Context: an optimization exercise on an open-source flow, tuned for small area, a short achievable clock period and few clock cycles per item. The choices shown serve that exercise and are no tape-out recipe. In this exercise RTL edits were held to simulation tests only and were not proved equivalent to the original.

== exp/xenon ==
// interval_running_statistics
module interval_running_statistics
#(
    parameter int COUNT_BITS = irs_pkg::COUNT_BITS_DEF,
    parameter int HIST_BINS  = irs_pkg::HIST_BINS_DEF
)
(
    input  logic                  clk,
    input  logic                  rst_n,
    input  logic                  in_valid,
    output logic                  in_ready,
    input  logic [irs_pkg::IN_W-1:0]       interval,
    output logic                  out_valid,
    input  logic                  out_ready,
    output logic [1:0]            status,
    output logic [COUNT_BITS-1:0] sample_count,
    output logic [irs_pkg::IN_W-1:0]       least,
    output logic [irs_pkg::IN_W-1:0]       greatest,
    output logic [irs_pkg::IN_W-1:0]       mean,
    output logic [irs_pkg::DEV_W-1:0]      deviation,
    output logic [3:0]            mode_bin,
    output logic                  mode_valid
);
    localparam logic [1:0] MD_NORMAL = 2'd0, MD_UNDO = 2'd1, MD_REDO = 2'd2;
    logic        inj, inj_u, inj_h;
    logic [1:0]  md, md_next;
    logic        p_v;
    logic [22:0] p_x;
    logic        in_ready_r;
    logic        take_in, move_p;
    logic [22:0] e_x;
    logic        e_a;
    logic si_v;
    logic [22:0] si_x;
    logic [0:0] si_u;
    logic [0:0] si_h;
    logic [0:0] si_a;
    assign take_in = in_valid && in_ready_r;
    assign move_p  = p_v && (md == MD_NORMAL) && !inj;
    always_ff @(posedge clk or negedge rst_n)
  ...
Size: about 21000 cells after synthesis, ~5100 flip-flops, ~140 I/O pins.
make LEC_CHECK=0 CAP_MARGIN=20 CORE_MARGIN=2 CORE_UTILIZATION=40 CTS_BUF_LIST='sky130_fd_sc_hd__clkbuf_4 sky130_fd_sc_hd__clkbuf_8' SETUP_SLACK_MARGIN=4.1 SLEW_MARGIN=20 finish   # period 7.5 ns
run.sh (not shown) runs the stock make flow with config.mk's settings and CLKGATE_MAP_FILE= SYNTH_SCRIPT=/design/flow/synth_recipe.tcl, a recipe that flattens the netlist after the stock synthesis.
Testbench counts of exp/xenon, summed over its fixed seeds: cycles 1,912, items 1,600.
Relative to exp/xenon, the following input files were edited for exp/yarrow:
Settings: a change of SETUP_SLACK_MARGIN from 4.1 to 4.3; a change of CTS_BUF_LIST from sky130_fd_sc_hd__clkbuf_4 sky130_fd_sc_hd__clkbuf_8 to sky130_fd_sc_hd__clkbuf_8 sky130_fd_sc_hd__clkbuf_16.
### Flow results
Relative to exp/xenon, the per-cell via count in the routed design measured on exp/yarrow has increased by a few percent. exp/yarrow reports a lower final critical-path share of the clock period than exp/xenon does. Per the comparison of exp/yarrow with exp/xenon, transition time of the tightest slew-check pin climbed 0.20 ns; area used by multi-input combinational logic went up 2.3%.
What exp/garnet does differently from exp/yarrow at the input level:
Settings: CTS_CLUSTER_DIAMETER newly set to 80; SETUP_SLACK_MARGIN changed from 4.3 to 4.1; CTS_BUF_LIST changed from sky130_fd_sc_hd__clkbuf_8 sky130_fd_sc_hd__clkbuf_16 to sky130_fd_sc_hd__clkbuf_16; CTS_CLUSTER_SIZE newly set to 20.
Notes after the runs:
- In the final reports, the cell area of exp/garnet is smaller than that of exp/yarrow.
- Reported for exp/yarrow and exp/garnet, synthesized cell count turned out identical to the last digit.
- exp/yarrow -> exp/garnet: number of placement rows delta 0, exact match
- Between exp/yarrow and exp/garnet, the final cell count is lower for exp/garnet.
- exp/yarrow vs exp/garnet, critical path capture point: q6_rr[16]$_DFF_P_ vs q_acc[54]$_DFFE_PN0P_
- Diff exp/yarrow -> exp/garnet: non-clock buffer count decreased by about 25% relative to the old numbers, wire length of the first global-routing pass decreased by about 9% relative to the old numbers, number of inserted filler cells in the final layout increased by 2.9% relative to the old numbers, setup slack decreased by 0.084 ns relative to the old numbers.
- Looking at post-detailed-placement half-perimeter wirelength across exp/yarrow and exp/garnet, the one that comes out lower is exp/garnet.

========
Starting RTL as in the previous note.
export LEC_CHECK = 0
export CAP_MARGIN = 20
export CORE_MARGIN = 2
export CORE_UTILIZATION = 40
export CTS_BUF_LIST = sky130_fd_sc_hd__clkbuf_4 sky130_fd_sc_hd__clkbuf_8
export SETUP_SLACK_MARGIN = 3.8
export SLEW_MARGIN = 20
create_clock -name core_clock -period 7.5 [get_ports {clk}]
Testbench counts at the start, summed over its fixed seeds: cycles 1,912, items 1,600.
Next try:
CORE_UTILIZATION = 55   (was 40)
SETUP_SLACK_MARGIN = 4.1   (was 3.8)
Result: The new run finished with timing, DRC and antenna clean; core utilization rose by 18 points; worst setup slack gets better by 170 ps; sequential share of layout area fell by 0.43 points; first-iteration DRC count rose by 7.0%; area after synthesis does not change; routed wire length rose by 3.6%.
Next try:
CORE_UTILIZATION = 40   (was 55)
CTS_BUF_LIST = sky130_fd_sc_hd__clkbuf_16   (was sky130_fd_sc_hd__clkbuf_4 sky130_fd_sc_hd__clkbuf_8)
CTS_CLUSTER_DIAMETER = 100   (was default)
CTS_CLUSTER_SIZE = 28   (was default)
What happened: Global-route usage fell by 7.4 points; non-clock buffer count rose by 83; core utilization fell by 19 points; sequential share of layout area rose by 1.4 points; synthesized cell count does not change; wire length fell by 2.5%; register-to-register slack is better by 60 ps; setup slack is better by 58 ps; die area rose by 37%.
Next try:
CTS_CLUSTER_DIAMETER = 80   (was 100)
CTS_CLUSTER_SIZE = 20   (was 28)
SETUP_SLACK_MARGIN = 4.3   (was 4.1)
=> Area after synthesis is unchanged. Non-clock buffer count came out higher by 208.

-- separate check: timing with driven ports --
The results above use ideal ports. As a check the final layouts listed here were re-extracted and re-timed, cells and wires unchanged.
Step 1 (the two cells are an assumption about what drives the block):
set clk [get_ports {clk}]
set_driving_cell -lib_cell sky130_fd_sc_hd__clkbuf_16 $clk
set_driving_cell -lib_cell sky130_fd_sc_hd__buf_2 [delete_from_list [all_inputs] $clk]
Step 2 moves the port delays by t, midway between the first and last clock arrival at a register: inputs arrive t later, outputs are due t later. That takes back most of the time a late clock gives input paths.
Slacks: ideal / step 1 / step 2; pairs: ideal / step 1.
run | t (ns) | slack for setup (ns) | hold WS [ns] | slew at the worst register clock pin (ns) | worst data-port slew with drivers (ns)
exp/xenon | 1.317 | 4.055 / 3.983 / 3.922 | 0.250 / 0.224 / 0.277 | 0.08 / 0.08 | 0.08
exp/yarrow | 1.143 | 4.145 / 4.082 / 4.066 | 0.266 / 0.266 / 0.266 | 0.07 / 0.07 | 0.09
exp/garnet | 1.067 | 4.061 / 4.061 / 3.909 | 0.265 / 0.265 / 0.265 | 0.09 / 0.09 | 0.08
the first run of note 2 | 1.337 | 3.850 / 3.850 / 3.850 | 0.247 / 0.247 / 0.247 | 0.08 / 0.08 | 0.09
the second run of note 2 | 1.319 | 4.020 / 3.969 / 4.020 | 0.273 / 0.258 / 0.273 | 0.08 / 0.08 | 0.07
the third run of note 2 | 1.065 | 4.078 / 4.078 / 3.942 | 0.269 / 0.269 / 0.269 | 0.12 / 0.12 | 0.08
the fourth run of note 2 | 1.074 | 4.067 / 4.067 / 4.067 | 0.246 / 0.246 / 0.246 | 0.09 / 0.09 | 0.09
After both steps setup and hold are still met in every run listed. For exp/garnet, which loses most, drivers alone change the setup slack by 0.000 ns; drivers and shift together by -0.152 ns.
